This design comes from an exercise in tuning for small area, a short achievable clock period and few clock cycles per item on the open sky130 flow, not from production work.
At most, simulation tests tie the RTL to the original design; equivalence was not proved.
Power and IR drop assume default switching activity.

Design bidirectional_byte_stack_unit, start of the top module:
module bidirectional_byte_stack_unit (
    input  logic       clk,
    input  logic       rst_n,
    input  logic       in_valid,
    output logic       in_stall,
    input  logic [2:0] command,
    input  logic       grow_down,
    input  logic [7:0] push_value,
    output logic       out_valid,
    input  logic       out_stall,
    output logic [7:0] read_value,
    output logic       zero_out,
    output logic       carry_out,
    output logic [7:0] pointer_out
);
    logic       ir_valid;
    logic [2:0] ir_cmd;
    logic       ir_down;
    logic [7:0] ir_val;
    logic       sh_p, sh_m;      
    logic       off, off_next;   
    logic       pol;             
    logic [7:0] sp_reg, sp_next;
    logic       zero_reg, zero_next;
    logic       carry_reg, carry_next;
    logic [7:0] du_reg, du_next;      
    logic [7:0] dd_reg, dd_next;      
    logic [8:0] span;                 
    logic       full_reg, full_next;  
    logic       newterr;              
    logic       vp1_reg, vp2_reg, vm1_reg, vm2_reg;
    logic       vp1_next, vp2_next, vm1_next, vm2_next;
    logic [1:0]  qc;         
    logic [1:0]  qv;         
    logic        ov_reg;     
    logic [17:0] qd0, qd1;
    logic        exec;       
    logic        ir_valid_next, nx_down, nx_step, nx_up;
    logic [17:0] res;
    logic        stall_reg;
    logic       accept, pop;
    logic       in_up, in_dn, in_step, in_shp;
    logic       is_push, is_pd, is_rm, is_rd, is_cmp;
    logic       up, dn;
    logic       vp1, vp2, vm1, vm2;
    logic       clr0, wr_hi, wr_lo;
    logic [7:0] q0, q1, q2, q3, q254, q255;
    logic       sa1, sa2, sa255, sa0, a_zp;
    logic       sb2, sb3, sb254, sb255, b_zp;
    logic       nv_p1, nv_p2, nv_m1, nv_m2, pol_next;
    logic [7:0] a_st, b_st;            
    logic       a_eq_b, a_lt_b, a_gt_b;
    logic [7:0] a_val, wr_data, rv;
    logic       wr0, wr1, wr2, wr255;
    logic [7:0] d0, d1, d2, d255;
    logic [1:0] nq;
    logic       n_ge1, n_ge2;
    assign exec     = ir_valid & ~qc[1];
    assign in_stall = stall_reg;
  ...
Size: roughly 5,200 cells after synthesis, roughly 2,100 flip-flops, roughly 36 I/O pins, about 0.064 mm^2 of cells after synthesis.
clock: 7.0 ns
lec_check: 0
cap_margin: 20
core_margin: 2
core_utilization: 55
cts_cluster_diameter: 80
cts_cluster_size: 24
setup_slack_margin: 4.8
slew_margin: 20
run.sh (not shown) runs the stock make flow with config.mk's settings and CLKGATE_MAP_FILE= SYNTH_SCRIPT=/design/flow/synth_recipe.tcl, a recipe that flattens the netlist after the stock synthesis.
Testbench counts at the start, summed over its fixed seeds: cycles 32,016, items 32,000.
Next try:
CORE_UTILIZATION = 60   (was 55)
CTS_CLUSTER_DIAMETER = 100   (was 80)
CTS_CLUSTER_SIZE = 30   (was 24)
HOLD_SLACK_MARGIN = 0.0   (was unset)
PLACE_DENSITY = 0.68   (was unset)
SETUP_SLACK_MARGIN = 4.7   (was 4.8)
Worst setup slack gets better by 0.0070 ns. Count of clock-buffer cells in the layout went down by 25. Design area went down by 1.5%. Die area went down by 8.2%. Core utilization went up by 4.8 points. Maximum frequency barely changes. Wire length went down by 1.0%. Synthesized area is unchanged. Clock skew stays flat. Global-route usage went up by 1.4 points.
Next try:
CAP_MARGIN = 5   (was 20)
CORE_UTILIZATION = 55   (was 60)
PLACE_DENSITY = unset   (was 0.68)
SETUP_SLACK_MARGIN = 4.65   (was 4.7)
SLEW_MARGIN = 5   (was 20)
Effect: The new run finished clean; clock skew stays flat; routed wire length rose by 0.36%; final area is about the same; worst hold slack improves by 0.0084 ns; combinational power stays flat; area after synthesis stays the same; total power stays flat; setup slack improves by 0.0075 ns; synthesized cell count does not change; count of clock-buffer cells in the layout rose by 2.
Next try:
CAP_MARGIN = 20   (was 5)
CORE_UTILIZATION = 45   (was 55)
CTS_CLUSTER_DIAMETER = 70   (was 100)
CTS_CLUSTER_SIZE = 20   (was 30)
HOLD_SLACK_MARGIN = unset   (was 0.0)
SETUP_SLACK_MARGIN = 5.0   (was 4.65)
SLEW_MARGIN = 20   (was 5)
Result: The changed run completed without violations; worst setup slack loses 0.068 ns; count of clock-buffer cells in the layout rose by 42; non-clock buffer count rose by 47; critical path depth stays the same; via count rose by about 2.8%; die area rose by about 22%; sequential power hardly moves; power rose by 5.3%; cell count rose by 7.2%; hold slack loses 0.016 ns; synthesized area does not change.

========
job 101:
Starting RTL as in the previous note.
export LEC_CHECK = 0
export CAP_MARGIN = 20
export CORE_MARGIN = 2
export CORE_UTILIZATION = 55
export CTS_CLUSTER_DIAMETER = 80
export CTS_CLUSTER_SIZE = 24
export SETUP_SLACK_MARGIN = 4.5
export SLEW_MARGIN = 20
create_clock -name core_clock -period 7.0 [get_ports {clk}]
Testbench counts of job 101, summed over its fixed seeds: cycles 32,016, items 32,000.
Relative to job 101, the following input files were edited for job 102:
- CTS_BUF_LIST now sky130_fd_sc_hd__clkbuf_8, previously not set
- CTS_CLUSTER_DIAMETER now 60, was 80
- SETUP_SLACK_MARGIN now 4.8, was 4.5
- CTS_CLUSTER_SIZE now 16, was 24
Notes after the runs:
- What job 102 reported for number of buffers inserted during clock tree synthesis has to be multiplied by 0.64 to get the figure for job 101.
- Compare job 101 and job 102 | filler cell count higher: job 102
- On shortest period the worst path allows: between job 101 and job 102, it ends up higher for job 102.
- Comparing utilization for job 101 and job 102, the smaller number came from job 101.
- Total placed instance area delta (job 102 -> job 101): insignificant
- Between job 101 and job 102, worst path setup slack after routing is higher for job 101, job 102 comes in under that.
- Layout-stage area growth over the synthesis result was lower in job 101 than in job 102.
- Diff job 102..job 101 | chip height | unchanged
Modified inputs, job 103 compared to job 102
- changing SETUP_SLACK_MARGIN from 4.8 to 4.3
- removing CTS_BUF_LIST (formerly sky130_fd_sc_hd__clkbuf_8)
- changing CTS_CLUSTER_DIAMETER from 60 to 80
- setting HOLD_SLACK_MARGIN to 0.0 for the first time
- changing CTS_CLUSTER_SIZE from 16 to 24
Results
Run comparison: job 103 worst-path cell with the longest stage delay dfxtp_1; job 102 worst-path cell with the longest stage delay dfrtp_1. Number of cells on the worst reg-to-reg path for job 103 is lower than for job 102. Diff job 102..job 103 | hold slack | negligible. Job 103 gives less number of global-route vias before repair than job 102 did. The non-clock buffer area fraction after layout reported for job 103 is smaller than that of job 102 by 0.94 points. On final design area excluding fillers: between job 102 and job 103, it ends up lower for job 103. Delta (job 103 minus job 102): final cell count without fillers decreased by 119 relative to the old numbers; worst relative slew slack increased by 7.1 points relative to the old numbers.
--- input diff job 103..job 104 ---
- CTS_CLUSTER_DIAMETER: 80 -> 100
- CTS_CLUSTER_SIZE: 24 -> 30
- SETUP_SLACK_MARGIN: 4.3 -> 4.65
Notes after the runs:
On cell count, job 104 and job 103 are basically level.
Job 104 vs job 103, share of the final layout cell area in multi-input gates went up by 0.16 points.
Job 104: done, clean on timing, DRC and antenna
The final layout from job 103, which completed every stage, passed the timing, design-rule and antenna checks at the end of the flow.
Setup WNS job 103 -> job 104: better
Job 104 and job 103 ended up with roughly the same share of cell area taken by flip-flops and latches.
Compared to job 103, the routing of job 104 uses less wire.
Job 104 consumes less power than job 103 does.

========
bidirectional_byte_stack_unit, a different RTL version from the one above (not shown whole).
Size: ~5400 cells after synthesis, ~2200 flip-flops, ~36 I/O pins.
==> flow/config.mk <==
export PLATFORM = sky130hd
export DESIGN_NAME = bidirectional_byte_stack_unit
export DESIGN_NICKNAME = bidirectional_byte_stack_unit
export VERILOG_FILES = /design/flow/design.v
export SDC_FILE = /design/flow/constraint.sdc
export NUM_CORES = 4
export LEC_CHECK = 0
export CAP_MARGIN = 20
export CORE_MARGIN = 2
export CORE_UTILIZATION = 50
export CTS_CLUSTER_DIAMETER = 100
export CTS_CLUSTER_SIZE = 30
export SETUP_SLACK_MARGIN = 4.6
export SLEW_MARGIN = 20
==> flow/constraint.sdc <==
create_clock -name core_clock -period 7.0 [get_ports {clk}]
set_input_delay 1.4000 -clock core_clock [delete_from_list [all_inputs] [get_ports {clk}]]
set_output_delay 1.4000 -clock core_clock [all_outputs]
set_load 0.01 [all_outputs]
The starting point finished with timing, DRC and antenna clean.
Testbench counts at the start, summed over its fixed seeds: cycles 32,016, items 32,000.
Change:
Settings changed: CORE_UTILIZATION 50 to 70, CTS_CLUSTER_DIAMETER 100 to 80, CTS_CLUSTER_SIZE 30 to 24, PLACE_DENSITY set to 0.8, SETUP_SLACK_MARGIN 4.6 to 4.8.
After rerunning: Clock power came out higher by 10%. First-iteration DRC count goes up by 27%. Core utilization rose by 22 points. Critical path depth is unchanged. Area after synthesis is unchanged. Global-route usage increases by 6.2 points. Sequential cell count does not change. Worst setup slack degrades by 0.033 ns.
Change:
Settings changed: CORE_UTILIZATION 70 to 55, PLACE_DENSITY 0.8 to not set.
- fmax rose by 2.7%
- worst setup slack gets better by 0.069 ns
- global-route usage fell by 4.6 points
- flip-flop and latch count stays the same
- clock power rose by about 1%
- via count fell by 1.9%
- non-clock buffer count fell by 27
- routed wire length fell by 1.5%
- first-iteration DRC count fell by 19%
- register-to-register slack gets better by 0.06 ns
- combinational power fell by about 5%

========
## ember
bidirectional_byte_stack_unit, a different RTL version from the one above (not shown whole).
For scale: ~5300 cells after synthesis, ~2200 flip-flops, ~36 I/O pins.
make LEC_CHECK=0 CAP_MARGIN=20 CORE_MARGIN=2 CORE_UTILIZATION=30 CTS_CLUSTER_DIAMETER=100 CTS_CLUSTER_SIZE=30 SETUP_SLACK_MARGIN=4.5 SLEW_MARGIN=20 finish   # period 7.0 ns
ember reached the end of the flow, and the finished layout is clean on the timing, design-rule and antenna checks.
Testbench counts of ember, summed over its fixed seeds: cycles 32,016, items 32,000.
## Diff of input files: harbor against ember
--- a/flow/config.mk
+++ b/flow/config.mk
@@ -10 +10 @@
-export CORE_UTILIZATION = 30
+export CORE_UTILIZATION = 50
--- outcome ---
- Lower share of the clock period used by the worst path among ember and harbor: harbor
- Summary — cell count after placement, harbor relative to ember: lower, by 14%.
- Taking ember as the reference, in harbor register-to-register slack held steady; largest fanout on the critical path shrank by 1; first-pass iteration count of the detailed router shrank by 1; overall via count from detail_route shrank by about 0.9%.
- Higher placeable core region goes to ember over harbor.
- harbor vs ember on die height: harbor is the lower one.
- harbor does better than ember on setup slack.
- Summary — fraction of standard cell area that is sequential, harbor relative to ember: higher, by 1.3 points.

========
bidirectional_byte_stack_unit, a different RTL version from the one above (not shown whole).
For scale: about 2200 flip-flops, roughly 36 I/O pins, about 65000 µm² of cells after synthesis.
==> flow/config.mk <==
export PLATFORM = sky130hd
export DESIGN_NAME = bidirectional_byte_stack_unit
export DESIGN_NICKNAME = bidirectional_byte_stack_unit
export VERILOG_FILES = /design/flow/design.v
export SDC_FILE = /design/flow/constraint.sdc
export NUM_CORES = 4
export LEC_CHECK = 0
export CAP_MARGIN = 20
export CORE_MARGIN = 2
export CORE_UTILIZATION = 30
export SETUP_SLACK_MARGIN = 4.3
export SLEW_MARGIN = 20
==> flow/constraint.sdc <==
create_clock -name core_clock -period 7.0 [get_ports {clk}]
set_input_delay 1.4000 -clock core_clock [delete_from_list [all_inputs] [get_ports {clk}]]
set_output_delay 1.4000 -clock core_clock [all_outputs]
set_load 0.01 [all_outputs]
Edit:
- CORE_UTILIZATION: 30 -> 50
- CTS_BUF_LIST: default -> sky130_fd_sc_hd__clkbuf_4 sky130_fd_sc_hd__clkbuf_8
Effect:
- register-to-register slack is worse by 0.13 ns
- via count is higher by 1.1%
- core utilization climbs by 22 points
- total power decreases by 1.1%
- final area decreases by 1.9%
- setup slack is worse by 0.13 ns
- first-iteration DRC count went down by 5.6%
- global-route usage increases by 6.4 points
- hold slack got worse by 0.012 ns
- fmax drops by 3.7%
No functional check of the RTL was part of any run of this note.

==> static timing again, ports no longer ideal <==
The results above use ideal ports. As a check the final layouts listed here were re-extracted and re-timed, cells and wires unchanged.
Step 1 (the two cells are an assumption about what drives the block):
set clk [get_ports {clk}]
set_driving_cell -lib_cell sky130_fd_sc_hd__clkbuf_16 $clk
set_driving_cell -lib_cell sky130_fd_sc_hd__buf_2 [delete_from_list [all_inputs] $clk]
Step 2 adds t to the input delays and takes it off the output delays; t is the mean of the earliest and latest rising clock arrival at the registers after step 1. Input paths then give back, and output paths get back, about the clock's delay inside the block.
Slacks: no drivers / after step 1 / after step 2; pairs: no drivers / after step 1.
run | t, ns | setup WS [ns] | slew at the worst register clock pin (ns)
the first run of note 1 | 0.763 | 4.374 / 4.301 / 3.944 | 0.10 / 0.10
the second run of note 1 | 0.753 | 4.381 / 4.312 / 3.914 | 0.12 / 0.12
the third run of note 1 | 0.751 | 4.388 / 4.319 / 3.910 | 0.12 / 0.12
the fourth run of note 1 | 0.802 | 4.320 / 4.249 / 4.020 | 0.09 / 0.09
job 101 | 0.748 | 4.381 / 4.315 / 3.789 | 0.10 / 0.10
job 102 | 0.896 | 4.232 / 4.168 / 3.946 | 0.11 / 0.11
job 103 | 0.758 | 4.336 / 4.261 / 3.749 | 0.10 / 0.10
job 104 | 0.751 | 4.388 / 4.319 / 3.910 | 0.12 / 0.12
the first run of note 3 | 0.737 | 4.362 / 4.294 / 3.974 | 0.12 / 0.12
the second run of note 3 | 0.764 | 4.329 / 4.263 / 4.157 | 0.10 / 0.10
the third run of note 3 | 0.771 | 4.398 / 4.322 / 4.156 | 0.10 / 0.10
ember | 0.797 | 4.252 / 4.172 / 3.954 | 0.12 / 0.12
harbor | 0.755 | 4.328 / 4.257 / 4.007 | 0.11 / 0.11
the first run of note 5 | 0.877 | 3.711 / 3.711 / 3.711 | 0.06 / 0.06
the second run of note 5 | 0.996 | 3.585 / 3.585 / 3.516 | 0.07 / 0.07
After both steps every run listed still meets setup and hold. For job 101, which loses most, drivers alone change the setup slack by -0.066 ns; drivers and shift together by -0.592 ns.
